This is an optimization exercise on Yosys and OpenROAD, whose aim is small area and a short achievable clock period, not a production implementation. Function was checked by simulation only, so behaviour that the tests miss may differ from the original. Power figures rest on the tool's default switching activity, not on a simulated workload.

## flow/config.mk

```make
export PLATFORM = sky130hd
export DESIGN_NAME = param_register_bank
export DESIGN_NICKNAME = param_register_bank
export VERILOG_FILES = /design/flow/design.v
export SDC_FILE = /design/flow/constraint.sdc
export NUM_CORES = 4
export LEC_CHECK = 0
export CAP_MARGIN = 20
export CORE_MARGIN = 2
export CORE_UTILIZATION = 45
export CTS_CLUSTER_DIAMETER = 60
export CTS_CLUSTER_SIZE = 30
export PLACE_DENSITY = 0.6
export SETUP_SLACK_MARGIN = 3.0
export SLEW_MARGIN = 20
export SYNTH_HIERARCHICAL = 1
export TNS_END_PERCENT = 5
```

## flow/constraint.sdc

```tcl
create_clock -name core_clock -period 6.0 [get_ports {clk_i}]
set_input_delay 1.2000 -clock core_clock [delete_from_list [all_inputs] [get_ports {clk_i}]]
set_output_delay 1.2000 -clock core_clock [all_outputs]
set_load 0.01 [all_outputs]
```

## flow/design.v

```verilog
module param_register_bank_ctl (
    input  logic valid_i,     
    input  logic en_i,        
    input  logic incdec_i,    
    input  logic dec_i,       
    input  logic shift_i,     
    input  logic r0_i,        
    output logic sel_z_o,     
    output logic sel_s_o,     
    output logic sel_f_o,     
    output logic sel_b_o,     
    output logic wrap0_o      
);
    logic idv;
    assign idv     = en_i & valid_i & incdec_i;
    assign sel_z_o = en_i & (~valid_i | ~(incdec_i | shift_i));
    assign sel_s_o = en_i & valid_i & shift_i;
    assign sel_f_o = idv & (r0_i ^ dec_i);
    assign sel_b_o = idv & ~(r0_i ^ dec_i);
    assign wrap0_o = en_i & ~valid_i & incdec_i & dec_i;
endmodule
module param_register_bank_carry #(
    parameter int W = 32
) (
    input  logic [W-1:0] r_i,
    output logic [W:0]   u_o
);
    always_comb begin
        u_o[0] = 1'b1;
        u_o[1] = 1'b1;
        for (int i = 1; i < W; i++) u_o[i+1] = u_o[i] & ~(r_i[i] ^ r_i[i-1]);
    end
endmodule
module param_register_bank_bits #(
    parameter int W = 32
) (
    input  logic [W-1:0] r_i,
    input  logic [W-1:0] u_i,
    input  logic         sel_z_i,
    input  logic         sel_s_i,
    input  logic         sel_f_i,
    input  logic         sel_b_i,
    input  logic [W-1:0] zval_i,      
    output logic [W-1:0] d_o
);
    always_comb begin
        for (int i = 0; i < W; i++) begin
            if (sel_z_i || (sel_s_i && i < 8))
                d_o[i] = zval_i[i];
            else if (sel_s_i)
                d_o[i] = r_i[(i >= 8) ? i - 8 : 0];
            else if (i == 0)
                d_o[i] = r_i[i] ^ (sel_f_i | sel_b_i);
            else
                d_o[i] = r_i[i] ^ (sel_f_i & u_i[i]);
        end
    end
endmodule
module param_register_bank_hit #(
    parameter int N = 16,
    parameter int S = 5
) (
    input  logic [S-1:0] sel_i,
    output logic [N-1:0] hit_o
);
    always_comb begin
        for (int k = 0; k < N; k++) hit_o[k] = (sel_i == S'(k));
    end
endmodule
module param_register_bank_mux8 #(
    parameter int W = 32
) (
    input  logic [8*W-1:0] d_i,      
    input  logic [7:0]     hit_i,
    output logic [W-1:0]   q_o
);
    always_comb begin
        q_o = '0;
        for (int k = 0; k < 8; k++) q_o = q_o | ({W{hit_i[k]}} & d_i[k*W+:W]);
    end
endmodule
module param_register_bank_mux #(
    parameter int W = 32
) (
    input  logic [16*W-1:0] d_i,     
    input  logic [15:0]     hit_i,
    output logic [W-1:0]    q_o
);
    logic [W-1:0] lo, hi;
    param_register_bank_mux8 #(.W(W)) u_lo (.d_i(d_i[0+:8*W]), .hit_i(hit_i[7:0]), .q_o(lo));
    param_register_bank_mux8 #(.W(W)) u_hi (.d_i(d_i[8*W+:8*W]), .hit_i(hit_i[15:8]), .q_o(hi));
    assign q_o = lo | hi;
endmodule
module param_register_bank #(
    parameter int unsigned DATA_WIDTH = 32,
    parameter int unsigned NUM_REGS   = 16,
    parameter int unsigned SEL_WIDTH  = 5,
    parameter int unsigned OUT_REG    = 1,
    parameter int unsigned SATURATE   = 0
) (
    input  logic                  clk_i,
    input  logic                  rst_i,
    input  logic [DATA_WIDTH-1:0] data_i,
    input  logic [NUM_REGS-1:0]   reg_sel_i,
    input  logic [2:0]            fun_sel_i,
    input  logic [SEL_WIDTH-1:0]  out_a_sel_i,
    input  logic [SEL_WIDTH-1:0]  out_b_sel_i,
    output logic [DATA_WIDTH-1:0] out_a_o,
    output logic [DATA_WIDTH-1:0] out_b_o,
    output logic [NUM_REGS-1:0]   valid_mask_o,
    output logic                  wrap_pulse_o
);
    localparam int W = DATA_WIDTH;
    localparam int N = NUM_REGS;
    logic [W-1:0]   regs_q [N];    
    logic [N*W-1:0] regs_flat;     
    logic [N-1:0]   mask_q;        
    logic [N-1:0]   valid;         
    logic [N-1:0]   en;            
    logic [N-1:0]   wrap_hit;
    logic           wrap_q;
    logic op_dec, op_incdec, op_shift;
    assign op_incdec = (fun_sel_i[2:1] == 2'b00);
    assign op_dec    = ~fun_sel_i[0];
    assign op_shift  = (fun_sel_i == 3'b110);
    logic [W-1:0] zval;
    always_comb begin
        unique case (fun_sel_i)
            3'b000: zval = '1;
            3'b001: zval = W'(1);
            3'b010: zval = data_i;
            3'b011: zval = '0;
            3'b100: zval = W'(data_i[7:0]);
            3'b101: zval = W'(data_i[15:0]);
            3'b110: zval = W'(data_i[7:0]);
            3'b111: zval = W'($signed(data_i[15:0]));
        endcase
    end
    for (genvar k = 0; k < N; k++) begin : g_reg
        logic         sel_z, sel_s, sel_f, sel_b, wrap0;
        logic [W:0]   u;
        logic [W-1:0] d;
        assign valid[k] = mask_q[N-1-k];
        assign en[k]    = reg_sel_i[N-1-k];
        assign regs_flat[k*W+:W] = regs_q[k];
        param_register_bank_ctl u_ctl (
            .valid_i(valid[k]), .en_i(en[k]), .incdec_i(op_incdec), .dec_i(op_dec),
            .shift_i(op_shift), .r0_i(regs_q[k][0]), .sel_z_o(sel_z), .sel_s_o(sel_s),
            .sel_f_o(sel_f), .sel_b_o(sel_b), .wrap0_o(wrap0)
        );
        param_register_bank_carry #(.W(W)) u_carry (.r_i(regs_q[k]), .u_o(u));
        param_register_bank_bits #(.W(W)) u_bits (
            .r_i(regs_q[k]), .u_i(u[W-1:0]), .sel_z_i(sel_z), .sel_s_i(sel_s),
            .sel_f_i(sel_f), .sel_b_i(sel_b), .zval_i(zval), .d_o(d)
        );
        assign wrap_hit[k] = (sel_f & u[W]) | wrap0;
        always_ff @(posedge clk_i) regs_q[k] <= d;
    end
    logic [N-1:0] hit_a, hit_b, rd_a_q, rd_b_q;
    param_register_bank_hit #(.N(N), .S(SEL_WIDTH)) u_hit_a (.sel_i(out_a_sel_i), .hit_o(hit_a));
    param_register_bank_hit #(.N(N), .S(SEL_WIDTH)) u_hit_b (.sel_i(out_b_sel_i), .hit_o(hit_b));
    always_ff @(posedge clk_i or posedge rst_i) begin
        if (rst_i) begin
            mask_q <= '0;
            wrap_q <= 1'b0;
            rd_a_q <= '0;
            rd_b_q <= '0;
        end else begin
            mask_q <= mask_q | reg_sel_i;
            wrap_q <= |wrap_hit;
            rd_a_q <= hit_a & (valid | en);
            rd_b_q <= hit_b & (valid | en);
        end
    end
    param_register_bank_mux #(.W(W)) u_mux_a (.d_i(regs_flat), .hit_i(rd_a_q), .q_o(out_a_o));
    param_register_bank_mux #(.W(W)) u_mux_b (.d_i(regs_flat), .hit_i(rd_b_q), .q_o(out_b_o));
    assign valid_mask_o = mask_q;
    assign wrap_pulse_o = wrap_q;
endmodule
```

## flow/flow/run.sh

```bash
#!/bin/bash
# Layout flow: the standard ORFS flow (standard.sh) in two calls with extra don't-use cells.
# - Synthesis also avoids the logic cells above drive strength 1 (dont_use_synth.txt), so
#   that the netlist starts small and the repair steps upsize only what timing needs.
# - Port buffers are buf_4 rather than the smallest buffer.
# - Every step avoids the slow wide OR/NOR and delay cells; dont_use.txt lists the
#   platform's own don't-use cells followed by the added ones.
# make's full output goes to flow_synth.log and flow_make.log; each ORFS step keeps its own
# log under orfs/logs/.
set -euo pipefail
here="$(cd "$(dirname "${BASH_SOURCE[0]}")" && pwd)"
dont_use="$(tr '\n' ' ' < "$here/dont_use.txt")"
dont_use_synth="$dont_use $(tr '\n' ' ' < "$here/dont_use_synth.txt")"
bash standard.sh "DONT_USE_CELLS=$dont_use_synth" synth > flow_synth.log 2>&1
bash standard.sh "DONT_USE_CELLS=$dont_use" "BUFFER_PORTS_ARGS=-buffer_cell sky130_fd_sc_hd__buf_4" finish > flow_make.log 2>&1
```

## flow/flow/dont_use.txt

```
sky130_fd_sc_hd__lpflow_bleeder_1
sky130_fd_sc_hd__lpflow_clkbufkapwr_1
sky130_fd_sc_hd__lpflow_clkbufkapwr_16
sky130_fd_sc_hd__lpflow_clkbufkapwr_2
sky130_fd_sc_hd__lpflow_clkbufkapwr_4
sky130_fd_sc_hd__lpflow_clkbufkapwr_8
sky130_fd_sc_hd__lpflow_clkinvkapwr_1
sky130_fd_sc_hd__lpflow_clkinvkapwr_16
sky130_fd_sc_hd__lpflow_clkinvkapwr_2
sky130_fd_sc_hd__lpflow_clkinvkapwr_4
sky130_fd_sc_hd__lpflow_clkinvkapwr_8
sky130_fd_sc_hd__lpflow_decapkapwr_12
sky130_fd_sc_hd__lpflow_decapkapwr_3
sky130_fd_sc_hd__lpflow_decapkapwr_4
sky130_fd_sc_hd__lpflow_decapkapwr_6
sky130_fd_sc_hd__lpflow_decapkapwr_8
sky130_fd_sc_hd__lpflow_inputiso0n_1
sky130_fd_sc_hd__lpflow_inputiso0p_1
sky130_fd_sc_hd__lpflow_inputiso1n_1
sky130_fd_sc_hd__lpflow_inputiso1p_1
sky130_fd_sc_hd__lpflow_inputisolatch_1
sky130_fd_sc_hd__lpflow_isobufsrc_1
sky130_fd_sc_hd__lpflow_isobufsrc_16
sky130_fd_sc_hd__lpflow_isobufsrc_2
sky130_fd_sc_hd__lpflow_isobufsrc_4
sky130_fd_sc_hd__lpflow_isobufsrc_8
sky130_fd_sc_hd__lpflow_isobufsrckapwr_16
sky130_fd_sc_hd__lpflow_lsbuf_lh_hl_isowell_tap_1
sky130_fd_sc_hd__lpflow_lsbuf_lh_hl_isowell_tap_2
sky130_fd_sc_hd__lpflow_lsbuf_lh_hl_isowell_tap_4
sky130_fd_sc_hd__lpflow_lsbuf_lh_isowell_4
sky130_fd_sc_hd__lpflow_lsbuf_lh_isowell_tap_1
sky130_fd_sc_hd__lpflow_lsbuf_lh_isowell_tap_2
sky130_fd_sc_hd__lpflow_lsbuf_lh_isowell_tap_4
sky130_fd_sc_hd__probe_p_8
sky130_fd_sc_hd__probec_p_8
sky130_fd_sc_hd__a2111o_1
sky130_fd_sc_hd__a2111o_2
sky130_fd_sc_hd__a2111o_4
sky130_fd_sc_hd__a2111oi_0
sky130_fd_sc_hd__a2111oi_1
sky130_fd_sc_hd__a2111oi_2
sky130_fd_sc_hd__a2111oi_4
sky130_fd_sc_hd__clkdlybuf4s15_1
sky130_fd_sc_hd__clkdlybuf4s15_2
sky130_fd_sc_hd__clkdlybuf4s18_1
sky130_fd_sc_hd__clkdlybuf4s18_2
sky130_fd_sc_hd__clkdlybuf4s25_1
sky130_fd_sc_hd__clkdlybuf4s25_2
sky130_fd_sc_hd__clkdlybuf4s50_1
sky130_fd_sc_hd__clkdlybuf4s50_2
sky130_fd_sc_hd__dlygate4sd1_1
sky130_fd_sc_hd__dlygate4sd2_1
sky130_fd_sc_hd__dlygate4sd3_1
sky130_fd_sc_hd__dlymetal6s2s_1
sky130_fd_sc_hd__dlymetal6s4s_1
sky130_fd_sc_hd__dlymetal6s6s_1
sky130_fd_sc_hd__nor4_1
sky130_fd_sc_hd__nor4_2
sky130_fd_sc_hd__nor4_4
sky130_fd_sc_hd__nor4b_1
sky130_fd_sc_hd__nor4b_2
sky130_fd_sc_hd__nor4b_4
sky130_fd_sc_hd__nor4bb_1
sky130_fd_sc_hd__nor4bb_2
sky130_fd_sc_hd__nor4bb_4
sky130_fd_sc_hd__o2111a_1
sky130_fd_sc_hd__o2111a_2
sky130_fd_sc_hd__o2111a_4
sky130_fd_sc_hd__o2111ai_1
sky130_fd_sc_hd__o2111ai_2
sky130_fd_sc_hd__o2111ai_4
sky130_fd_sc_hd__or3_1
sky130_fd_sc_hd__or3_2
sky130_fd_sc_hd__or3_4
sky130_fd_sc_hd__or3b_1
sky130_fd_sc_hd__or3b_2
sky130_fd_sc_hd__or3b_4
sky130_fd_sc_hd__or4_1
sky130_fd_sc_hd__or4_2
sky130_fd_sc_hd__or4_4
sky130_fd_sc_hd__or4b_1
sky130_fd_sc_hd__or4b_2
sky130_fd_sc_hd__or4b_4
sky130_fd_sc_hd__or4bb_1
sky130_fd_sc_hd__or4bb_2
sky130_fd_sc_hd__or4bb_4
```

## flow/flow/dont_use_synth.txt

```
sky130_fd_sc_hd__a2111o_2
sky130_fd_sc_hd__a2111o_4
sky130_fd_sc_hd__a2111oi_2
sky130_fd_sc_hd__a2111oi_4
sky130_fd_sc_hd__a211o_2
sky130_fd_sc_hd__a211o_4
sky130_fd_sc_hd__a211oi_2
sky130_fd_sc_hd__a211oi_4
sky130_fd_sc_hd__a21bo_2
sky130_fd_sc_hd__a21bo_4
sky130_fd_sc_hd__a21boi_2
sky130_fd_sc_hd__a21boi_4
sky130_fd_sc_hd__a21o_2
sky130_fd_sc_hd__a21o_4
sky130_fd_sc_hd__a21oi_2
sky130_fd_sc_hd__a21oi_4
sky130_fd_sc_hd__a221o_2
sky130_fd_sc_hd__a221o_4
sky130_fd_sc_hd__a221oi_2
sky130_fd_sc_hd__a221oi_4
sky130_fd_sc_hd__a22o_2
sky130_fd_sc_hd__a22o_4
sky130_fd_sc_hd__a22oi_2
sky130_fd_sc_hd__a22oi_4
sky130_fd_sc_hd__a2bb2o_2
sky130_fd_sc_hd__a2bb2o_4
sky130_fd_sc_hd__a2bb2oi_2
sky130_fd_sc_hd__a2bb2oi_4
sky130_fd_sc_hd__a311o_2
sky130_fd_sc_hd__a311o_4
sky130_fd_sc_hd__a311oi_2
sky130_fd_sc_hd__a311oi_4
sky130_fd_sc_hd__a31o_2
sky130_fd_sc_hd__a31o_4
sky130_fd_sc_hd__a31oi_2
sky130_fd_sc_hd__a31oi_4
sky130_fd_sc_hd__a32o_2
sky130_fd_sc_hd__a32o_4
sky130_fd_sc_hd__a32oi_2
sky130_fd_sc_hd__a32oi_4
sky130_fd_sc_hd__a41o_2
sky130_fd_sc_hd__a41o_4
sky130_fd_sc_hd__a41oi_2
sky130_fd_sc_hd__a41oi_4
sky130_fd_sc_hd__and2_2
sky130_fd_sc_hd__and2_4
sky130_fd_sc_hd__and2b_2
sky130_fd_sc_hd__and2b_4
sky130_fd_sc_hd__and3_2
sky130_fd_sc_hd__and3_4
sky130_fd_sc_hd__and3b_2
sky130_fd_sc_hd__and3b_4
sky130_fd_sc_hd__and4_2
sky130_fd_sc_hd__and4_4
sky130_fd_sc_hd__and4b_2
sky130_fd_sc_hd__and4b_4
sky130_fd_sc_hd__and4bb_2
sky130_fd_sc_hd__and4bb_4
sky130_fd_sc_hd__bufbuf_16
sky130_fd_sc_hd__bufbuf_8
sky130_fd_sc_hd__bufinv_16
sky130_fd_sc_hd__bufinv_8
sky130_fd_sc_hd__fa_2
sky130_fd_sc_hd__fa_4
sky130_fd_sc_hd__ha_2
sky130_fd_sc_hd__ha_4
sky130_fd_sc_hd__inv_12
sky130_fd_sc_hd__inv_16
sky130_fd_sc_hd__inv_2
sky130_fd_sc_hd__inv_4
sky130_fd_sc_hd__inv_6
sky130_fd_sc_hd__inv_8
sky130_fd_sc_hd__maj3_2
sky130_fd_sc_hd__maj3_4
sky130_fd_sc_hd__mux2_2
sky130_fd_sc_hd__mux2_4
sky130_fd_sc_hd__mux2_8
sky130_fd_sc_hd__mux2i_2
sky130_fd_sc_hd__mux2i_4
sky130_fd_sc_hd__mux4_2
sky130_fd_sc_hd__mux4_4
sky130_fd_sc_hd__nand2_2
sky130_fd_sc_hd__nand2_4
sky130_fd_sc_hd__nand2_8
sky130_fd_sc_hd__nand2b_2
sky130_fd_sc_hd__nand2b_4
sky130_fd_sc_hd__nand3_2
sky130_fd_sc_hd__nand3_4
sky130_fd_sc_hd__nand3b_2
sky130_fd_sc_hd__nand3b_4
sky130_fd_sc_hd__nand4_2
sky130_fd_sc_hd__nand4_4
sky130_fd_sc_hd__nand4b_2
sky130_fd_sc_hd__nand4b_4
sky130_fd_sc_hd__nand4bb_2
sky130_fd_sc_hd__nand4bb_4
sky130_fd_sc_hd__nor2_2
sky130_fd_sc_hd__nor2_4
sky130_fd_sc_hd__nor2_8
sky130_fd_sc_hd__nor2b_2
sky130_fd_sc_hd__nor2b_4
sky130_fd_sc_hd__nor3_2
sky130_fd_sc_hd__nor3_4
sky130_fd_sc_hd__nor3b_2
sky130_fd_sc_hd__nor3b_4
sky130_fd_sc_hd__nor4_2
sky130_fd_sc_hd__nor4_4
sky130_fd_sc_hd__nor4b_2
sky130_fd_sc_hd__nor4b_4
sky130_fd_sc_hd__nor4bb_2
sky130_fd_sc_hd__nor4bb_4
sky130_fd_sc_hd__o2111a_2
sky130_fd_sc_hd__o2111a_4
sky130_fd_sc_hd__o2111ai_2
sky130_fd_sc_hd__o2111ai_4
sky130_fd_sc_hd__o211a_2
sky130_fd_sc_hd__o211a_4
sky130_fd_sc_hd__o211ai_2
sky130_fd_sc_hd__o211ai_4
sky130_fd_sc_hd__o21a_2
sky130_fd_sc_hd__o21a_4
sky130_fd_sc_hd__o21ai_2
sky130_fd_sc_hd__o21ai_4
sky130_fd_sc_hd__o21ba_2
sky130_fd_sc_hd__o21ba_4
sky130_fd_sc_hd__o21bai_2
sky130_fd_sc_hd__o21bai_4
sky130_fd_sc_hd__o221a_2
sky130_fd_sc_hd__o221a_4
sky130_fd_sc_hd__o221ai_2
sky130_fd_sc_hd__o221ai_4
sky130_fd_sc_hd__o22a_2
sky130_fd_sc_hd__o22a_4
sky130_fd_sc_hd__o22ai_2
sky130_fd_sc_hd__o22ai_4
sky130_fd_sc_hd__o2bb2a_2
sky130_fd_sc_hd__o2bb2a_4
sky130_fd_sc_hd__o2bb2ai_2
sky130_fd_sc_hd__o2bb2ai_4
sky130_fd_sc_hd__o311a_2
sky130_fd_sc_hd__o311a_4
sky130_fd_sc_hd__o311ai_2
sky130_fd_sc_hd__o311ai_4
sky130_fd_sc_hd__o31a_2
sky130_fd_sc_hd__o31a_4
sky130_fd_sc_hd__o31ai_2
sky130_fd_sc_hd__o31ai_4
sky130_fd_sc_hd__o32a_2
sky130_fd_sc_hd__o32a_4
sky130_fd_sc_hd__o32ai_2
sky130_fd_sc_hd__o32ai_4
sky130_fd_sc_hd__o41a_2
sky130_fd_sc_hd__o41a_4
sky130_fd_sc_hd__o41ai_2
sky130_fd_sc_hd__o41ai_4
sky130_fd_sc_hd__or2_2
sky130_fd_sc_hd__or2_4
sky130_fd_sc_hd__or2b_2
sky130_fd_sc_hd__or2b_4
sky130_fd_sc_hd__or3_2
sky130_fd_sc_hd__or3_4
sky130_fd_sc_hd__or3b_2
sky130_fd_sc_hd__or3b_4
sky130_fd_sc_hd__or4_2
sky130_fd_sc_hd__or4_4
sky130_fd_sc_hd__or4b_2
sky130_fd_sc_hd__or4b_4
sky130_fd_sc_hd__or4bb_2
sky130_fd_sc_hd__or4bb_4
sky130_fd_sc_hd__sedfxbp_2
sky130_fd_sc_hd__sedfxtp_2
sky130_fd_sc_hd__sedfxtp_4
sky130_fd_sc_hd__xnor2_2
sky130_fd_sc_hd__xnor2_4
sky130_fd_sc_hd__xnor3_2
sky130_fd_sc_hd__xnor3_4
sky130_fd_sc_hd__xor2_2
sky130_fd_sc_hd__xor2_4
sky130_fd_sc_hd__xor3_2
sky130_fd_sc_hd__xor3_4
```

## flow/standard.sh

```bash
#!/bin/bash
# synth_recipe.tcl (not shown) runs the flow's synth.tcl, then flattens the netlist and writes it again
# the make line also repeats each setting of config.mk as NAME=value (left out here)
make -C /OpenROAD-flow-scripts/flow DESIGN_CONFIG=/design/flow/config.mk WORK_HOME=/design/flow/orfs CLKGATE_MAP_FILE= SYNTH_SCRIPT=/design/flow/synth_recipe.tcl "${@:-finish}"
```

==> results.yml, run 1 <==
finish:
  seq_area_sq_um: 11600
  fin_area_sq_um: 48600
  layout.nets: 5981
  area_growth_pct: 11.8
  final_layout_size_suffix_gt1_share_pct: 11.5
  multi_input_area_sq_um: 29800
  fillerInstances: 9586
grt:
  grt_overflow_total: 0
  track_usage_pct: 38.4
  grt_pass1_wl_microns: 285000
  grt_antenna_before_repair: 5
  first_global_vias: 41600
  grt_max_degree: 44
drt:
  vias: 48200
  drt_iter0_markers: 8368
  drc: 0
  routed_wl_microns: 200000
  wl_per_cell_microns: 27.6
  drt-pass1-iter-count: 7
  ant_nets: 0
  viasPerCell: 6.64
timing:
  tightest_slew_ps: 1200
  finalClockSkew_ps: 34.8
  tns_ps: 0
  final-setup-viol-count: 0
  finalWorstSetupSlack_ps: 2290
  report.final.slew_viol_count: 0
  period_share_pct: 61.9
  hold_violations: 0
  holdWs_ps: 606
  relSlewSlack_pct: 19.8
  fmax_mhz: 269
  rsz0062_at_grt: "yes"
  fin_crit_ps: 3710
status:
  status: "no timing/DRC/antenna violations"
setup_path:
  worstSetupEndpointType: "output pin"
  cp_data_required_time_ps: 4800
  path_class: "register to output pin"
  reg2reg_from: "regs_q[3][1]$_DFF_P_"
  crit_fanout: 10
  worstPathArrival_ps: 2510
  ff2ff_path_depth: 8
  r2r_slack_ps: 2400
  r2r-end: "regs_q[3][31]$_DFF_P_"
  critPathLaunchType: "register"
clocking:
  clk_path_buf_depth: 3
  cts_root_buffer: "clkbuf_16"
  cts.clk_slew.worst_paths_ps: 60
  tritoncts: "built"
  clock-sinks: 561
  h-tree-depth: 3
  cts_inserted_buffers: 69
  clk-insertion-delay-late_ps: 660
min_path:
  hold_path_end: "regs_q[4][9]$_DFF_P_"
  whs_path_depth: 2
  hp-start: "regs_q[4][1]$_DFF_P_"
  hp-class: "register to register"
floorplan:
  die_w_microns: 315
  fp.coreArea_sq_um: 96300
  start_util_pct: 45.2
  rows: 114
  die_area_sq_um: 99200
  io_pins: 144
  die_h_microns: 315
yosys:
  synth_cells: 5791
  yosysWarnings: 13
  syn_nets: 5854
  syn_area_sq_um: 43500
  synth.avg_cell_area_sq_um: 7.51
place:
  post_dp_cell_area_sq_um: 44300
  place_ws_ps: 1490
  place.gp.congestion: 1.05
  hpwl_microns: 145000
  io_buffers: 143
pwr:
  sw_frac_of_total_pct: 41.8
  p_leak_nw: 17.7
  clockPowerShare_pct: 30.5
  p_comb_share_pct: 25.3
  cellPowerDensity_nw_per_um2: 301
  p_switching_mw: 6.12
  sequentialPowerShare_pct: 44.2
  power_mw: 14.6
  irDropWorstVdd_mv: 0.192
  intPower_mw: 8.50
run:
  max-cap-violations: 0
## per-stage QoR
stage	util, %	cells
detailed placement	46.0	6992
CTS	49.7	7187
floorplan	-	5791
finish	50.5	7252
global route	50.5	7249
global placement	45.9	6989
## cells in the final DEF (no fill, tap or decap), types with 82 or more instances in the layout
cell type    n
xnor2_1    159
xor2_1     524
a22oi_2     93
nor2_1     401
buf_2       82
buf_1       86
or2_1      109
nand4_1    257
and3_1     112
and4_1     132
nand2_1    751
dfxtp_1    505
buf_4      179
inv_1      113
nand3_1    161
a21oi_1    560
a22oi_1    459
o22ai_1    368
and2_1     143
## worst max-delay path, stage by stage, from the launching register on
cell and delay (ps):
dfrtp_4 560, buf_4 230, a22oi_1 300, nand4_1 280, or2_1 340, buf_4 160
## power groups by stage
stage	clock [mW]	sequential, mW	combinational (mW)
3_5_place_dp	0	6.36	3.38
4_1_cts	4.47	6.30	3.50
5_1_grt	4.62	6.52	3.99
2_1_floorplan	0	5.57	2.63
6_report	4.46	6.47	3.69
3_3_place_gp	0	6.34	3.33
## flip-flops by register name, summed over array words and instances (netlist names)
| signal | count |
|---|---|
| mask_q | 16 |
| rd_a_q | 16 |
| rd_b_q | 16 |
| regs_q | 512 |
| wrap_q | 1 |
## worst max path at each step
stage,slack (ps),endpoint,start
2_1_floorplan,3060,regs_q[0][15]$_DFF_P_,fun_sel_i[0]
3_3_place_gp,1260,regs_q[13][31]$_DFF_P_,fun_sel_i[2]
3_5_place_dp,1490,regs_q[15][31]$_DFF_P_,fun_sel_i[2]
4_1_cts,2360,out_b_o[23],rd_b_q[4]$_DFF_PP0_
5_1_grt,2360,regs_q[11][31]$_DFF_P_,regs_q[11][0]$_DFF_P_
6_report,2290,out_a_o[0],rd_a_q[14]$_DFF_PP0_
## timing repair
| item | in CTS | in global routing |
|---|---|---|
| hold buffers | 0 | 0 |
| pin swaps | 77 | 34 |
| setup endpoints to repair | 563 | 564 |
| buffers inserted | 68 | 52 |
| gates resized for setup | 248 | 101 |
| cloned | 1 | 6 |
## layout make-up
cell class	count	share of cell area [%]
antenna	3	0.0154
clock buffer	87	3.94
clock inverter	39	0.877
inverter	117	0.926
multi-input combinational	4756	61.3
sequential	561	23.8
tap	1276	3.28
timing repair buffer	410	5.85
timing repair inverter	3	0.0412
## per-layer routing
metal	share of wire (%)	vias up	global-route usage (%)
li1	-	21400	-
met3	14	564	10.2
met1	42	22700	55.7
met4	6.5	8	22.0
met5	0.064	-	0.677
met2	38	3546	49.8
==> inputs of run 2 (changes only) <==
--- a/flow/design.v
+++ b/flow/design.v
@@ -91,6 +91,19 @@
     param_register_bank_mux8 #(.W(W)) u_hi (.d_i(d_i[8*W+:8*W]), .hit_i(hit_i[15:8]), .q_o(hi));
     assign q_o = lo | hi;
 endmodule
+module param_register_bank_selreg #(
+    parameter int N = 16
+) (
+    input  logic         clk_i,
+    input  logic         rst_i,
+    input  logic [N-1:0] d_i,
+    output logic [N-1:0] q_o
+);
+    always_ff @(posedge clk_i or posedge rst_i) begin
+        if (rst_i) q_o <= '0;
+        else       q_o <= d_i;
+    end
+endmodule
 module param_register_bank #(
     parameter int unsigned DATA_WIDTH = 32,
     parameter int unsigned NUM_REGS   = 16,
@@ -156,24 +169,31 @@
         assign wrap_hit[k] = (sel_f & u[W]) | wrap0;
         always_ff @(posedge clk_i) regs_q[k] <= d;
     end
-    logic [N-1:0] hit_a, hit_b, rd_a_q, rd_b_q;
+    logic [N-1:0] hit_a, hit_b, rd_a_d, rd_b_d, rd_a_lo, rd_a_hi, rd_b_lo, rd_b_hi;
+    logic [W-1:0] out_a_lo, out_a_hi, out_b_lo, out_b_hi;
     param_register_bank_hit #(.N(N), .S(SEL_WIDTH)) u_hit_a (.sel_i(out_a_sel_i), .hit_o(hit_a));
     param_register_bank_hit #(.N(N), .S(SEL_WIDTH)) u_hit_b (.sel_i(out_b_sel_i), .hit_o(hit_b));
+    assign rd_a_d = hit_a & (valid | en);
+    assign rd_b_d = hit_b & (valid | en);
+    param_register_bank_selreg #(.N(N)) u_sel_a_lo (.clk_i, .rst_i, .d_i(rd_a_d), .q_o(rd_a_lo));
+    param_register_bank_selreg #(.N(N)) u_sel_a_hi (.clk_i, .rst_i, .d_i(rd_a_d), .q_o(rd_a_hi));
+    param_register_bank_selreg #(.N(N)) u_sel_b_lo (.clk_i, .rst_i, .d_i(rd_b_d), .q_o(rd_b_lo));
+    param_register_bank_selreg #(.N(N)) u_sel_b_hi (.clk_i, .rst_i, .d_i(rd_b_d), .q_o(rd_b_hi));
     always_ff @(posedge clk_i or posedge rst_i) begin
         if (rst_i) begin
             mask_q <= '0;
             wrap_q <= 1'b0;
-            rd_a_q <= '0;
-            rd_b_q <= '0;
         end else begin
             mask_q <= mask_q | reg_sel_i;
             wrap_q <= |wrap_hit;
-            rd_a_q <= hit_a & (valid | en);
-            rd_b_q <= hit_b & (valid | en);
         end
     end
-    param_register_bank_mux #(.W(W)) u_mux_a (.d_i(regs_flat), .hit_i(rd_a_q), .q_o(out_a_o));
-    param_register_bank_mux #(.W(W)) u_mux_b (.d_i(regs_flat), .hit_i(rd_b_q), .q_o(out_b_o));
+    param_register_bank_mux #(.W(W)) u_mux_a_lo (.d_i(regs_flat), .hit_i(rd_a_lo), .q_o(out_a_lo));
+    param_register_bank_mux #(.W(W)) u_mux_a_hi (.d_i(regs_flat), .hit_i(rd_a_hi), .q_o(out_a_hi));
+    param_register_bank_mux #(.W(W)) u_mux_b_lo (.d_i(regs_flat), .hit_i(rd_b_lo), .q_o(out_b_lo));
+    param_register_bank_mux #(.W(W)) u_mux_b_hi (.d_i(regs_flat), .hit_i(rd_b_hi), .q_o(out_b_hi));
+    assign out_a_o = {out_a_hi[W-1:W/2], out_a_lo[W/2-1:0]};
+    assign out_b_o = {out_b_hi[W-1:W/2], out_b_lo[W/2-1:0]};
     assign valid_mask_o = mask_q;
     assign wrap_pulse_o = wrap_q;
 endmodule
--- a/flow/config.mk
+++ b/flow/config.mk
@@ -8,8 +8,6 @@
 export CAP_MARGIN = 20
 export CORE_MARGIN = 2
 export CORE_UTILIZATION = 45
-export CTS_CLUSTER_DIAMETER = 60
-export CTS_CLUSTER_SIZE = 30
 export PLACE_DENSITY = 0.6
 export SETUP_SLACK_MARGIN = 3.0
 export SLEW_MARGIN = 20
==> results.yml, run 2 <==
timing:
  tns_ps: 0
  fin_crit_ps: 3630
  report.final.slew_viol_count: 0
  rsz0062_at_grt: "yes"
  tightest_slew_ps: 1290
  relSlewSlack_pct: 13.9
  final-setup-viol-count: 0
  fmax_mhz: 275
  finalClockSkew_ps: 27.1
  period_share_pct: 60.5
  hold_violations: 0
  holdWs_ps: 611
setup_path:
  critPathMaxStageDelay_ps: 490
  worstSetupEndpointType: "output pin"
  path_class: "register to output pin"
  critPathLaunchType: "register"
  worstPathCellList: "a22oi_1, nand4_1, or2_1, buf_4"
  crit_slowest_cell: "dfrtp_2"
  crit_fanout: 8
  cp_data_required_time_ps: 4800
  worstPathArrival_ps: 2430
yosys:
  syn_nets: 5922
  yosysWarnings: 14
  synth_cells: 5859
  syn_area_sq_um: 44600
  synth.avg_cell_area_sq_um: 7.60
drt:
  drc: 0
  drt_iter0_markers: 6960
  wl_per_cell_microns: 27.4
  routed_wl_microns: 198000
  drt-pass1-iter-count: 9
  viasPerCell: 6.56
  ant_nets: 0
  vias: 47500
clocking:
  clk-insertion-delay-late_ps: 640
  clock-sinks: 593
  cts.clk_slew.worst_paths_ps: 60
  h-tree-depth: 3
  tritoncts: "built"
  cts_root_buffer: "clkbuf_16"
  hold_buffers: 0
  cts_inserted_buffers: 74
  clk_path_buf_depth: 3
floorplan:
  die_w_microns: 319
  fp.coreArea_sq_um: 98300
  die_area_sq_um: 102000
  start_util_pct: 45.3
  die_h_microns: 319
  rows: 115
  io_pins: 144
finish:
  final_cell_mix: "754 x nand2_1, 560 x a21oi_1, 528 x xor2_1"
  area_growth_pct: 9.18
  layout.nets: 5944
  fillerInstances: 9885
  multi_input_area_sq_um: 29400
  largest_reg_flops: 512
  seq_area_sq_um: 12400
  utilization_pct: 49.5
  final_layout_size_suffix_gt1_share_pct: 9.95
  layout_commonest_cell: "nand2_1"
  largest_register: "regs_q"
pwr:
  power_mw: 15.2
  cellPowerDensity_nw_per_um2: 313
  p_leak_nw: 17.7
  irDropWorstVdd_mv: 0.184
grt:
  grt_pass1_wl_microns: 285000
  grt_max_degree: 34
  first_global_vias: 41200
  track_usage_pct: 37.2
  grt_antenna_before_repair: 6
  grt_overflow_total: 0
run:
  max-cap-violations: 0
status:
  status: "no timing/DRC/antenna violations"
place:
  io_buffers: 143
  place.gp.congestion: 1.01
  hpwl_microns: 148000
min_path:
  hp-class: "register to register"
==> run 2: metal layers <==
metal | vias up | part of all wire, % | global-route usage [%]
met5 | - | 0.15 | 0
met1 | 22400 | 43 | 54.4
li1 | 21300 | - | -
met3 | 554 | 12 | 7.99
met4 | 10 | 6.5 | 20.7
met2 | 3114 | 39 | 49.7
==> run 2: metrics by stage <==
| step | setup slack [ps] | instance area, sq um | instances |
|---|---|---|---|
| 3_3_place_gp | 1730 | 44900 | 7000 |
| 6_report | 2370 | 48600 | 7230 |
| 4_1_cts | 2440 | 48100 | 7183 |
| 2_1_floorplan | 3060 | 44600 | 5859 |
| 3_5_place_dp | 1660 | 44900 | 7002 |
| 5_1_grt | 2450 | 48600 | 7228 |
==> run 2: critical path, delay by kind of cell (launching register included) <==
family	cells	cell delay [ps]
AOI/OAI and AO/OA	1	250
buffers and inverters	1	180
and+or+nand+nor	2	870
DFF	1	490
==> run 2: area by class of cell <==
type                       count  share of cell area, %
multi-input combinational   4753                   60.5
sequential                   593                   25.5
clock buffer                 107                   4.46
timing repair buffer         335                   4.42
tap                         1287                   3.31
inverter                     121                  0.975
clock inverter                29                  0.772
timing repair inverter         3                 0.0360
antenna                        2                 0.0103
==> run 2: timing repair <==
item | 4_1_cts | 5_1_grt
cloned | 1 | 3
buffers inserted | 44 | 41
pin swaps | 42 | 9
setup endpoints to repair | 577 | 576
gates resized for setup | 142 | 101
==> run 2: path summary, 6_finish.rpt <==
path	slack (ps)	endpoint	depth (start not counted)	from
max in group asynchronous	4530	mask_q[6]$_DFF_PP0_	2	rst_i
max	2370	out_b_o[19]	4	u_sel_b_hi.q_o[12]$_DFF_PP0_
max reg2reg	2920	regs_q[0][31]$_DFF_P_	8	regs_q[0][1]$_DFF_P_
min	610	regs_q[13][18]$_DFF_P_	2	regs_q[13][10]$_DFF_P_
min reg2reg	610	regs_q[13][18]$_DFF_P_	2	regs_q[13][10]$_DFF_P_
min in group asynchronous	770	u_sel_a_hi.q_o[4]$_DFF_PP0_	2	rst_i
==> run 2: power by group <==
part,internal (mW),switching (mW)
logic,1.58,2.02
clock network,2.90,1.93
registers,4.64,2.14
total,9.13,6.10
==> inputs of run 3 (changes only) <==
--- a/flow/config.mk
+++ b/flow/config.mk
@@ -9,7 +9,7 @@
 export CORE_MARGIN = 2
 export CORE_UTILIZATION = 45
 export PLACE_DENSITY = 0.6
-export SETUP_SLACK_MARGIN = 3.0
+export SETUP_SLACK_MARGIN = 2.6
 export SLEW_MARGIN = 20
 export SYNTH_HIERARCHICAL = 1
 export TNS_END_PERCENT = 5
==> results.yml, run 3 <==
clocking:
  cts_inserted_buffers: 75
  tritoncts: "built"
  hold_buffers: 0
  clk_path_buf_depth: 3
  clk-insertion-delay-late_ps: 660
  cts.clk_slew.worst_paths_ps: 60
  h-tree-depth: 3
  cts_root_buffer: "clkbuf_16"
  clock-sinks: 593
finish:
  fin_area_sq_um: 47800
  area_growth_pct: 7.23
  fillerInstances: 9803
  largest_register: "regs_q"
  layout.nets: 5870
  final_layout_size_suffix_gt1_share_pct: 8.22
  layout_commonest_cell: "nand2_1"
  largest_reg_flops: 512
  final_cell_mix: "752 x nand2_1, 560 x a21oi_1, 536 x a22oi_1"
floorplan:
  die_h_microns: 319
  die_w_microns: 319
  die_area_sq_um: 102000
  io_pins: 144
  rows: 115
  fp.coreArea_sq_um: 98300
  start_util_pct: 45.3
drt:
  dr_wl_met3_microns: 24400
  vias: 47100
  wl_met1_microns: 83300
  drc: 0
  topRoutingLayerUsed: "met5"
  drt_iter0_markers: 6993
  wl_per_cell_microns: 27.7
  routed_wl_microns: 198000
  drt-pass1-iter-count: 7
  viasPerCell: 6.58
  ant_nets: 0
  route.met2.wl_microns: 76700
setup_path:
  r2r_slack_ps: 2600
  crit_start: "u_sel_b_hi.q_o[1]$_DFF_PP0_"
  cp_data_required_time_ps: 4800
  critPathMaxStageDelay_ps: 630
  ff2ff_path_depth: 8
  worstPathCellList: "a22oi_1, nand4_1, or2_1, buf_4"
  worstSetupEndpointType: "output pin"
  path_class: "register to output pin"
  critPathCapture: "out_b_o[24]"
  r2r-end: "wrap_q$_DFF_PP0_"
  critPathLaunchType: "register"
  worstPathArrival_ps: 2520
  crit_slowest_cell: "dfrtp_1"
  crit_fanout: 16
  reg2reg_from: "regs_q[15][0]$_DFF_P_"
timing:
  final-setup-viol-count: 0
  period_share_pct: 62.0
  tightest_slew_ps: 1280
  report.final.slew_viol_count: 0
  holdWs_ps: 616
  hold_violations: 0
  fmax_mhz: 269
  rsz0062_at_grt: "yes"
  finalClockSkew_ps: 29.5
  fin_crit_ps: 3720
  relSlewSlack_pct: 14.5
  tns_ps: 0
pwr:
  p_switching_mw: 6.13
  p_comb_share_pct: 23.9
  clockPowerShare_pct: 30.9
  cellPowerDensity_nw_per_um2: 313
  sequentialPowerShare_pct: 45.2
  intPower_mw: 8.84
  sw_frac_of_total_pct: 40.9
  p_leak_nw: 17.4
  irDropWorstVdd_mv: 0.197
  power_mw: 15.0
grt:
  grt_pass1_wl_microns: 287000
  grt_overflow_total: 0
  grt_max_degree: 34
  track_usage_pct: 37.5
  first_global_vias: 41500
  grt_antenna_before_repair: 4
place:
  post_dp_cell_area_sq_um: 45000
  place.gp.congestion: 1.01
  hpwl_microns: 149000
  io_buffers: 143
min_path:
  hp-class: "register to register"
  whs_path_depth: 2
yosys:
  synth.avg_cell_area_sq_um: 7.60
  synth_cells: 5859
  syn_area_sq_um: 44600
  yosysWarnings: 14
  syn_nets: 5922
status:
  status: "no timing/DRC/antenna violations"
run:
  max-cap-violations: 0
==> run 3: power by group through the flow <==
stage / Sequential [mW] / Combinational [mW] / Clock (mW)
floorplan: 5.79 / 2.63 / 0
global placement: 6.68 / 3.37 / 0
detailed placement: 6.70 / 3.41 / 0
CTS: 6.62 / 3.47 / 4.65
global route: 6.82 / 3.89 / 4.80
finish: 6.77 / 3.58 / 4.62
==> run 3: worst min-delay path by stage <==
stage / startpoint / to / slack [ps]
after detailed placement: regs_q[13][10]$_DFF_P_ / regs_q[13][18]$_DFF_P_ / 610
after CTS: regs_q[9][22]$_DFF_P_ / regs_q[9][30]$_DFF_P_ / 620
after floorplan: regs_q[11][19]$_DFF_P_ / regs_q[11][27]$_DFF_P_ / 530
final: regs_q[5][2]$_DFF_P_ / regs_q[5][10]$_DFF_P_ / 620
after global placement: regs_q[5][2]$_DFF_P_ / regs_q[5][10]$_DFF_P_ / 600
after global routing: rst_i / mask_q[13]$_DFF_PP0_ / 630
==> run 3: through the flow <==
stage | worst slack [ps] | std cells | util [%]
after global placement | 1710 | 7003 | 45.7
after detailed placement | 1740 | 7005 | 45.8
after global routing | 2380 | 7151 | 48.6
after floorplan | 2760 | 5859 | -
final | 2280 | 7154 | 48.6
after CTS | 2430 | 7145 | 48.5
==> run 3: cell type report <==
cell class	instances	area (sq um)	area share [%]
multi-input combinational	4753	29200	61.1
sequential	593	12400	25.9
clock buffer	105	2120	4.44
timing repair buffer	263	1740	3.63
tap	1287	1610	3.37
inverter	121	457	0.956
clock inverter	29	300	0.629
antenna	3	7.51	0.0157
==> run 3: repair_timing <==
action | 4_1_cts | 5_1_grt
setup buffers | 5 | 4
pin swaps | 39 | 1
cloned | 1 | 0
gates resized for setup | 103 | 15
endpoints found under the setup margin | 255 | 466
==> run 3: critical path, delay by kind of cell, from the launching register on <==
family | cells | cell delay [ps]
DFF | 1 | 630
and+or+nand+nor | 2 | 750
AOI/OAI and AO/OA | 1 | 310
buffers and inverters | 1 | 160
==> run 3: per-layer routing <==
layer | up-vias | GRT usage, %
met5 | - | 0
met4 | 6 | 22.0
met3 | 525 | 9.48
met2 | 3152 | 50.5
met1 | 22200 | 53.3
li1 | 21200 | -
==> inputs of run 4 (changes only) <==
--- a/flow/config.mk
+++ b/flow/config.mk
@@ -7,9 +7,9 @@
 export LEC_CHECK = 0
 export CAP_MARGIN = 20
 export CORE_MARGIN = 2
-export CORE_UTILIZATION = 45
-export PLACE_DENSITY = 0.6
-export SETUP_SLACK_MARGIN = 2.6
+export CORE_UTILIZATION = 55
+export PLACE_DENSITY = 0.7
+export SETUP_SLACK_MARGIN = 3.0
 export SLEW_MARGIN = 20
 export SYNTH_HIERARCHICAL = 1
 export TNS_END_PERCENT = 5
==> results.yml, run 4 <==
clocking:
  cts_inserted_buffers: 74
  tritoncts: "built"
  h-tree-depth: 3
  clk_path_buf_depth: 3
  hold_buffers: 0
  cts_root_buffer: "clkbuf_16"
  clk-insertion-delay-late_ps: 650
  cts.clk_slew.worst_paths_ps: 60
  clock-sinks: 593
setup_path:
  worstPathArrival_ps: 2470
  critPathLaunchType: "register"
  r2r_slack_ps: 2510
  worstSetupEndpointType: "output pin"
  crit_fanout: 12
  reg2reg_from: "regs_q[10][0]$_DFF_P_"
  r2r-end: "wrap_q$_DFF_PP0_"
  ff2ff_path_depth: 8
  cp_data_required_time_ps: 4800
  path_class: "register to output pin"
finish:
  layout_commonest_cell: "nand2_1"
  layout.nets: 5986
  largest_reg_flops: 512
  fin_area_sq_um: 48700
  fillerInstances: 7532
  area_growth_pct: 9.36
  final_layout_size_suffix_gt1_share_pct: 10.3
  final_cell_mix: "752 x nand2_1, 560 x a21oi_1, 528 x xor2_1"
  utilization_pct: 60.6
  largest_register: "regs_q"
timing:
  fin_crit_ps: 3670
  period_share_pct: 61.1
  tightest_slew_ps: 1380
  fmax_mhz: 273
  hold_violations: 0
  report.final.slew_viol_count: 0
  rsz0062_at_grt: "yes"
  finalWorstSetupSlack_ps: 2330
  relSlewSlack_pct: 8.17
  tns_ps: 0
  final-setup-viol-count: 0
  finalClockSkew_ps: 34.5
place:
  hpwl_microns: 141000
  place_ws_ps: 1480
  post_dp_cell_area_sq_um: 44600
  place.gp.congestion: 1.06
  io_buffers: 143
drt:
  viasPerCell: 6.92
  drc: 0
  drt_iter0_markers: 8821
  drt-pass1-iter-count: 11
  ant_nets: 0
  vias: 48800
  routed_wl_microns: 193000
  wl_per_cell_microns: 27.4
floorplan:
  fp.coreArea_sq_um: 80400
  die_area_sq_um: 83300
  die_w_microns: 289
  die_h_microns: 289
  io_pins: 144
  start_util_pct: 55.4
  rows: 104
yosys:
  syn_nets: 5922
  yosysWarnings: 14
  synth.avg_cell_area_sq_um: 7.60
  synth_cells: 5859
  syn_area_sq_um: 44600
run:
  max-cap-violations: 0
min_path:
  hp-start: "regs_q[9][1]$_DFF_P_"
  whs_path_depth: 2
  hold_path_end: "regs_q[9][9]$_DFF_P_"
  hp-class: "register to register"
pwr:
  power_mw: 15.2
  cellPowerDensity_nw_per_um2: 311
  p_leak_nw: 17.9
  irDropWorstVdd_mv: 0.242
grt:
  first_global_vias: 41400
  grt_pass1_wl_microns: 277000
  grt_antenna_before_repair: 5
  grt_max_degree: 40
  track_usage_pct: 43.9
  grt_overflow_total: 0
status:
  status: "no timing/DRC/antenna violations"
==> run 4: power by group <==
part | total [mW] | internal, mW | switching (mW)
Clock | 4.84 | 2.86 | 1.98
Sequential | 6.72 | 4.63 | 2.09
Combinational | 3.61 | 1.57 | 2.04
Total | 15.2 | 9.07 | 6.11
==> run 4: worst max path at each step <==
stage                                     start                endpoint  slack [ps]
floorplan                          fun_sel_i[0]   regs_q[0][15]$_DFF_P_        3060
global placement                   fun_sel_i[0]   regs_q[12][0]$_DFF_P_        1420
detailed placement                 fun_sel_i[0]  regs_q[15][20]$_DFF_P_        1480
CTS                 u_sel_a_lo.q_o[8]$_DFF_PP0_              out_a_o[4]        2480
global route        u_sel_b_hi.q_o[2]$_DFF_PP0_             out_b_o[23]        2370
finish              u_sel_a_lo.q_o[8]$_DFF_PP0_              out_a_o[1]        2330
==> run 4: critical path, stage by stage (launching register included) <==
cell,delay [ps]
dfrtp_4,570
buf_1,140
a22oi_1,300
nand4_1,300
or2_1,350
buf_4,160
==> run 4: layout make-up <==
type | instances | area, sq um | share of cell area [%]
Multi-Input combinational cell | 4754 | 29500 | 60.5
Sequential cell | 593 | 12400 | 25.5
Timing Repair Buffer | 379 | 2460 | 5.04
Clock buffer | 99 | 2100 | 4.31
Tap cell | 1060 | 1330 | 2.72
Clock inverter | 39 | 478 | 0.981
Inverter | 121 | 459 | 0.942
Antenna cell | 4 | 10.0 | 0.0205
==> run 4: per-layer routing <==
metal	vias to the layer above	track usage (%)	wire length, microns
met3	698	11.2	29300
li1	21400	-	-
met5	-	0	0
met2	4111	58.3	73400
met4	0	28.5	15100
met1	22500	62.2	75200
==> run 4: per-stage QoR <==
stage               hold slack (ps)  instances
floorplan                       526       5859
finish                          604       7049
detailed placement              599       6769
global route                    645       7045
CTS                             604       6917
global placement                589       6768
==> run 4: timing repair <==
action	in CTS	in global routing
hold endpoints to repair	0	0
setup buffers	8	125
cloned	2	0
pin swaps	40	50
endpoints found under the setup margin	577	561
resized for setup	119	103
==> inputs of run 5 (changes only) <==
--- a/flow/design.v
+++ b/flow/design.v
@@ -67,17 +67,34 @@
         for (int k = 0; k < N; k++) hit_o[k] = (sel_i == S'(k));
     end
 endmodule
-module param_register_bank_mux8 #(
-    parameter int W = 32
-) (
-    input  logic [8*W-1:0] d_i,      
-    input  logic [7:0]     hit_i,
-    output logic [W-1:0]   q_o
-);
-    always_comb begin
-        q_o = '0;
-        for (int k = 0; k < 8; k++) q_o = q_o | ({W{hit_i[k]}} & d_i[k*W+:W]);
-    end
+module param_register_bank_aoi22 #(
+    parameter int W = 32
+) (
+    input  logic [W-1:0] a0_i,
+    input  logic [W-1:0] b0_i,
+    input  logic [W-1:0] a1_i,
+    input  logic [W-1:0] b1_i,
+    output logic [W-1:0] y_o
+);
+    assign y_o = ~((a0_i & b0_i) | (a1_i & b1_i));
+endmodule
+module param_register_bank_nand2 #(
+    parameter int W = 32
+) (
+    input  logic [W-1:0] a_i,
+    input  logic [W-1:0] b_i,
+    output logic [W-1:0] y_o
+);
+    assign y_o = ~(a_i & b_i);
+endmodule
+module param_register_bank_nor2 #(
+    parameter int W = 32
+) (
+    input  logic [W-1:0] a_i,
+    input  logic [W-1:0] b_i,
+    output logic [W-1:0] y_o
+);
+    assign y_o = ~(a_i | b_i);
 endmodule
 module param_register_bank_mux #(
     parameter int W = 32
@@ -86,10 +103,22 @@
     input  logic [15:0]     hit_i,
     output logic [W-1:0]    q_o
 );
-    logic [W-1:0] lo, hi;
-    param_register_bank_mux8 #(.W(W)) u_lo (.d_i(d_i[0+:8*W]), .hit_i(hit_i[7:0]), .q_o(lo));
-    param_register_bank_mux8 #(.W(W)) u_hi (.d_i(d_i[8*W+:8*W]), .hit_i(hit_i[15:8]), .q_o(hi));
-    assign q_o = lo | hi;
+    logic [W-1:0] t [8];    
+    logic [W-1:0] s [4];    
+    logic [W-1:0] v [2];    
+    for (genvar j = 0; j < 8; j++) begin : g_t
+        param_register_bank_aoi22 #(.W(W)) u_aoi (
+            .a0_i({W{hit_i[2*j]}}), .b0_i(d_i[2*j*W+:W]),
+            .a1_i({W{hit_i[2*j+1]}}), .b1_i(d_i[(2*j+1)*W+:W]), .y_o(t[j])
+        );
+    end
+    for (genvar m = 0; m < 4; m++) begin : g_s
+        param_register_bank_nand2 #(.W(W)) u_nand (.a_i(t[2*m]), .b_i(t[2*m+1]), .y_o(s[m]));
+    end
+    for (genvar n = 0; n < 2; n++) begin : g_v
+        param_register_bank_nor2 #(.W(W)) u_nor (.a_i(s[2*n]), .b_i(s[2*n+1]), .y_o(v[n]));
+    end
+    param_register_bank_nand2 #(.W(W)) u_out (.a_i(v[0]), .b_i(v[1]), .y_o(q_o));
 endmodule
 module param_register_bank_selreg #(
     parameter int N = 16
--- a/flow/config.mk
+++ b/flow/config.mk
@@ -7,8 +7,8 @@
 export LEC_CHECK = 0
 export CAP_MARGIN = 20
 export CORE_MARGIN = 2
-export CORE_UTILIZATION = 55
-export PLACE_DENSITY = 0.7
+export CORE_UTILIZATION = 45
+export PLACE_DENSITY = 0.6
 export SETUP_SLACK_MARGIN = 3.0
 export SLEW_MARGIN = 20
 export SYNTH_HIERARCHICAL = 1
==> results.yml, run 5 <==
floorplan:
  fp.coreArea_sq_um: 96900
  io_pins: 144
  die_h_microns: 317
  die_area_sq_um: 101000
  rows: 114
  start_util_pct: 45.5
  die_w_microns: 317
pwr:
  cellPowerDensity_nw_per_um2: 296
  p_leak_nw: 19.5
  power_mw: 15.1
  irDropWorstVdd_mv: 0.293
clocking:
  clk_path_buf_depth: 3
  clock-sinks: 593
  h-tree-depth: 3
  cts_inserted_buffers: 75
  clk-insertion-delay-late_ps: 660
  cts.clk_slew.worst_paths_ps: 60
  cts_root_buffer: "clkbuf_16"
  tritoncts: "built"
timing:
  final-setup-viol-count: 0
  tns_ps: 0
  fmax_mhz: 291
  hold_violations: 0
  report.final.slew_viol_count: 0
  period_share_pct: 57.3
  rsz0062_at_grt: "yes"
  finalClockSkew_ps: 22.1
  finalWorstSetupSlack_ps: 2560
  holdWs_ps: 551
  fin_crit_ps: 3440
  relSlewSlack_pct: 23.0
  tightest_slew_ps: 1160
finish:
  area_growth_pct: 15.9
  seq_area_sq_um: 12400
  instances_no_fill: 7516
  layout.nets: 6243
  final_layout_size_suffix_gt1_share_pct: 14.9
  largest_reg_flops: 512
  fillerInstances: 9554
  multi_input_area_sq_um: 31400
  layout_commonest_cell: "nand2_1"
  fin_area_sq_um: 51100
  utilization_pct: 52.8
  largest_register: "regs_q"
  final_cell_mix: "933 x nand2_1, 560 x a21oi_1, 528 x xor2_1"
drt:
  vias: 48700
  viasPerCell: 6.48
  wl_per_cell_microns: 27.9
  drc: 0
  routed_wl_microns: 210000
  ant_nets: 0
  drt_iter0_markers: 7162
  drt-pass1-iter-count: 9
place:
  placedCellCount: 7228
  place.gp.congestion: 1.03
  post_dp_cell_area_sq_um: 45400
  io_buffers: 143
  hpwl_microns: 147000
  place_ws_ps: 1440
grt:
  first_global_vias: 42200
  grt_antenna_before_repair: 18
  grt_max_degree: 39
  track_usage_pct: 39.9
  grt_pass1_wl_microns: 294000
  grt_overflow_total: 0
status:
  status: "no timing/DRC/antenna violations"
setup_path:
  path_class: "register to output pin"
  critPathLaunchType: "register"
  worstSetupEndpointType: "output pin"
  crit_start: "u_sel_b_hi.q_o[12]$_DFF_PP0_"
  worstPathArrival_ps: 2240
  cp_data_required_time_ps: 4800
  r2r_slack_ps: 2800
  crit_fanout: 8
  reg2reg_from: "regs_q[7][0]$_DFF_P_"
yosys:
  syn_nets: 6050
  synth.avg_cell_area_sq_um: 7.37
  syn_area_sq_um: 44100
  synth_cells: 5987
  yosysWarnings: 17
min_path:
  hp-class: "input port to async pin"
run:
  max-cap-violations: 0
==> run 5: critical path, stage by stage, from the launching register on <==
cell	delay, ps
dfrtp_4	470
buf_4	190
a22oi_2	310
nand2_4	160
nor2_1	210
nand2_1	90
buf_4	150
==> run 5: area by class of cell <==
| cell class | count | share of cell area (%) |
|---|---|---|
| multi-input cells | 5010 | 61.5 |
| flip-flops and latches | 593 | 24.3 |
| repair buffers | 378 | 5.23 |
| clock buffers | 124 | 4.71 |
| well taps | 1276 | 3.12 |
| inverters | 121 | 0.906 |
| clock inverters | 10 | 0.211 |
| diodes | 3 | 0.0147 |
| repair inverters | 1 | 0.00980 |
==> run 5: worst paths after layout <==
path	endpoint	depth (start not counted)
setup / recovery	out_b_o[28]	6
hold / removal	u_sel_a_hi.q_o[6]$_DFF_PP0_	2
setup reg to reg	wrap_q$_DFF_PP0_	8
hold reg to reg	regs_q[14][26]$_DFF_P_	2
max in group asynchronous	u_sel_a_lo.q_o[15]$_DFF_PP0_	2
min in group core_clock	regs_q[14][26]$_DFF_P_	2
==> run 5: per-layer routing <==
metal / up-vias / wire, microns / part of all wire, % / track usage, %
met5: - / 200 / 0.095 / 0
met4: 8 / 13900 / 6.6 / 22.0
met3: 569 / 26700 / 13 / 11.8
met2: 2941 / 85300 / 41 / 56.8
met1: 23300 / 83600 / 40 / 53.8
li1: 21900 / - / - / -
==> run 5: report_power, final <==
group / switching (mW) / total, mW / internal [mW]
sequential: 1.96 / 6.60 / 4.63
clock: 1.93 / 4.74 / 2.81
combinational: 2.18 / 3.81 / 1.64
total: 6.07 / 15.1 / 9.08
==> run 5: timing repair <==
item | in CTS | in global routing
cloned | 2 | 1
setup buffers | 85 | 62
resized for setup | 511 | 147
endpoints found under the setup margin | 577 | 572
hold buffers | 0 | 0
pin swaps | 147 | 74
==> inputs of run 6 (changes only) <==
--- a/flow/config.mk
+++ b/flow/config.mk
@@ -9,7 +9,7 @@
 export CORE_MARGIN = 2
 export CORE_UTILIZATION = 45
 export PLACE_DENSITY = 0.6
-export SETUP_SLACK_MARGIN = 3.0
+export SETUP_SLACK_MARGIN = 3.3
 export SLEW_MARGIN = 20
 export SYNTH_HIERARCHICAL = 1
 export TNS_END_PERCENT = 5
==> results.yml, run 6 <==
pwr:
  p_leak_nw: 19.6
  cellPowerDensity_nw_per_um2: 299
  p_switching_mw: 6.17
  clockPowerShare_pct: 31.6
  sequentialPowerShare_pct: 43.4
  intPower_mw: 9.14
  irDropWorstVdd_mv: 0.195
  sw_frac_of_total_pct: 40.3
  p_comb_share_pct: 25.0
yosys:
  synth.avg_cell_area_sq_um: 7.37
  yosysWarnings: 17
  syn_area_sq_um: 44100
  syn_nets: 6050
  synth_cells: 5987
setup_path:
  critPathMaxStageDelay_ps: 510
  critPathLaunchType: "register"
  reg2reg_from: "regs_q[1][3]$_DFF_P_"
  path_class: "register to output pin"
  crit_fanout: 8
  crit_slowest_cell: "dfrtp_4"
  cpMostUsedCell: "buf_4"
  cp_data_required_time_ps: 4800
  worstSetupEndpointType: "output pin"
  r2r_slack_ps: 3220
  critPathBufInv: 2
  cp.depth: 6
  worstPathCellList: "buf_4, a22oi_2, nand2_2, nor2_1, nand2_1, buf_4"
  r2r-end: "regs_q[1][31]$_DFF_P_"
  critPathCapture: "out_b_o[22]"
  crit_family: "flip-flops"
  crit_start: "u_sel_b_hi.q_o[12]$_DFF_PP0_"
  ff2ff_path_depth: 9
  worstPathArrival_ps: 2270
min_path:
  hp-class: "register to register"
finish:
  largest_reg_flops: 512
  final_layout_size_suffix_gt1_share_pct: 15.6
  final_cell_mix: "925 x nand2_1, 560 x a21oi_1, 528 x xor2_1"
  utilization_pct: 52.8
  area_growth_pct: 16.0
  instances_no_fill: 7544
  fillerInstances: 9581
  seq_area_sq_um: 12500
  multi_input_area_sq_um: 31400
  largest_register: "regs_q"
  layout.nets: 6264
  layout_commonest_cell: "nand2_1"
floorplan:
  fp.coreArea_sq_um: 96900
  die_h_microns: 317
  rows: 114
  start_util_pct: 45.5
  io_pins: 144
  die_w_microns: 317
  die_area_sq_um: 101000
drt:
  drc: 0
  vias: 49300
  viasPerCell: 6.53
  drt_iter0_markers: 7296
  wl_per_cell_microns: 27.9
  routed_wl_microns: 210000
  drt-pass1-iter-count: 7
  ant_nets: 0
timing:
  hold_violations: 0
  finalClockSkew_ps: 20.0
  rsz0062_at_grt: "yes"
  relSlewSlack_pct: 23.3
  tightest_slew_ps: 1150
  period_share_pct: 57.8
  fin_crit_ps: 3470
  holdWs_ps: 594
  report.final.slew_viol_count: 0
  fmax_mhz: 288
  final-setup-viol-count: 0
  tns_ps: 0
grt:
  grt_pass1_wl_microns: 295000
  grt_antenna_before_repair: 14
  grt_max_degree: 40
  track_usage_pct: 39.7
  first_global_vias: 42100
  grt_overflow_total: 0
clocking:
  tritoncts: "built"
  hold_buffers: 0
  cts_inserted_buffers: 75
  cts.clk_slew.worst_paths_ps: 60
  h-tree-depth: 3
  clk_path_buf_depth: 3
  clk-insertion-delay-late_ps: 660
  cts_root_buffer: "clkbuf_16"
  clock-sinks: 593
place:
  place.gp.congestion: 1.04
  placedCellCount: 7217
  hpwl_microns: 145000
  io_buffers: 143
run:
  max-cap-violations: 0
status:
  status: "no timing/DRC/antenna violations"
==> run 6: changes by cell type in the layout (fill, tap and decap cells not counted), moves of 10 or more <==
cell | before | now
dfxtp_1 | 509 | 461
nor2_4 | 87 | 77
a21o_2 | 15 | 0
buf_1 | 76 | 86
dfxtp_2 | 3 | 47
buf_6 | 60 | 47
nand2_4 | 28 | 15
a21o_4 | 1 | 16
nand2_2 | 113 | 134
a22oi_2 | 145 | 127
a22oi_1 | 407 | 425
==> run 6: repair_timing <==
action,CTS,global route
setup buffers,68,106
setup endpoints to repair,578,579
pin swaps,137,70
hold endpoints to repair,0,0
gates resized for setup,480,239
cloned,1,7
==> run 6: layout make-up <==
type	instances	area share, %
Clock buffer	110	4.22
Sequential cell	593	24.4
Antenna cell	7	0.0342
Multi-Input combinational cell	5013	61.3
Timing Repair Buffer	394	5.25
Timing Repair inverter	3	0.0391
Inverter	121	0.910
Tap cell	1276	3.12
Clock inverter	27	0.729
==> run 6: per-layer routing <==
metal	vias to the layer above	track usage, %	part of all wire (%)
met4	4	21.5	6.7
met2	3102	55.1	40
li1	22000	-	-
met5	-	0	0.014
met1	23600	54.6	40
met3	615	12.1	13
==> run 6: how the worst min path moves through the flow <==
| stage | startpoint | endpoint | slack, ps | depth (start not counted) |
|---|---|---|---|---|
| final | regs_q[0][3]$_DFF_P_ | regs_q[0][11]$_DFF_P_ | 590 | 2 |
| after global routing | regs_q[9][1]$_DFF_P_ | regs_q[9][9]$_DFF_P_ | 610 | 2 |
| after CTS | regs_q[8][9]$_DFF_P_ | regs_q[8][17]$_DFF_P_ | 610 | 2 |
| after detailed placement | regs_q[0][22]$_DFF_P_ | regs_q[0][30]$_DFF_P_ | 590 | 2 |
| after global placement | regs_q[14][18]$_DFF_P_ | regs_q[14][26]$_DFF_P_ | 590 | 2 |
| after floorplan | regs_q[11][19]$_DFF_P_ | regs_q[11][27]$_DFF_P_ | 530 | 2 |
==> run 6: stage by stage <==
step | power (mW) | setup slack, ps | cell area (sq um)
final | 15.3 | 2530 | 51200
after floorplan | 8.43 | 3280 | 44100
after global routing | 15.9 | 2520 | 51200
after global placement | 9.94 | 1910 | 45300
after detailed placement | 10.0 | 1830 | 45300
after CTS | 15.0 | 2630 | 49800
==> run 6: worst register-to-register path: stages (launching register included) <==
cell	delay (ps)
dfxtp_1	520
nand4_1	230
or2_1	320
a222oi_1	320
buf_2	180
clkbuf_2	270
and4_1	240
nand2_1	70
xor2_1	210
a221oi_1	310
==> run 6: power by group through the flow <==
stage	Clock [mW]	Combinational (mW)	Sequential (mW)
after floorplan	0	2.62	5.80
after global placement	0	3.41	6.54
after detailed placement	0	3.45	6.55
after CTS	4.86	3.61	6.50
after global routing	5.01	4.12	6.73
final	4.84	3.83	6.64

separate check: timing with driven ports:
The flow's constraints put no driver on any port. The routed layouts listed below were extracted and timed again, unchanged, in two steps. Step 1, drivers: a clkbuf_16 drives clk_i and a buf_2 each remaining input, both assumed. Step 2 adds t to the input delays and takes it off the output delays; t is the mean of the earliest and latest rising clock arrival at the registers after step 1. Input paths then give back, and output paths get back, about the clock's delay inside the block. Slacks: ideal ports / drivers / drivers and shift; pairs: ideal ports / drivers.
| run | t, ns | setup WS [ns] | hold WS [ns] |
|---|---|---|---|
| run 1 | 0.716 | 2.285 / 2.213 / 1.849 | 0.606 / 0.606 / 0.606 |
| run 2 | 0.701 | 2.368 / 2.298 / 1.893 | 0.611 / 0.611 / 0.611 |
| run 3 | 0.719 | 2.280 / 2.211 / 1.704 | 0.616 / 0.590 / 0.616 |
| run 4 | 0.703 | 2.331 / 2.261 / 1.840 | 0.604 / 0.604 / 0.604 |
| run 5 | 0.724 | 2.561 / 2.487 / 2.007 | 0.551 / 0.502 / 0.609 |
| run 6 | 0.731 | 2.534 / 2.456 / 2.096 | 0.594 / 0.594 / 0.594 |
After both steps setup and hold are still met in every run listed. For run 3, which loses most, drivers alone change the setup slack by -0.069 ns; drivers and shift together by -0.576 ns.
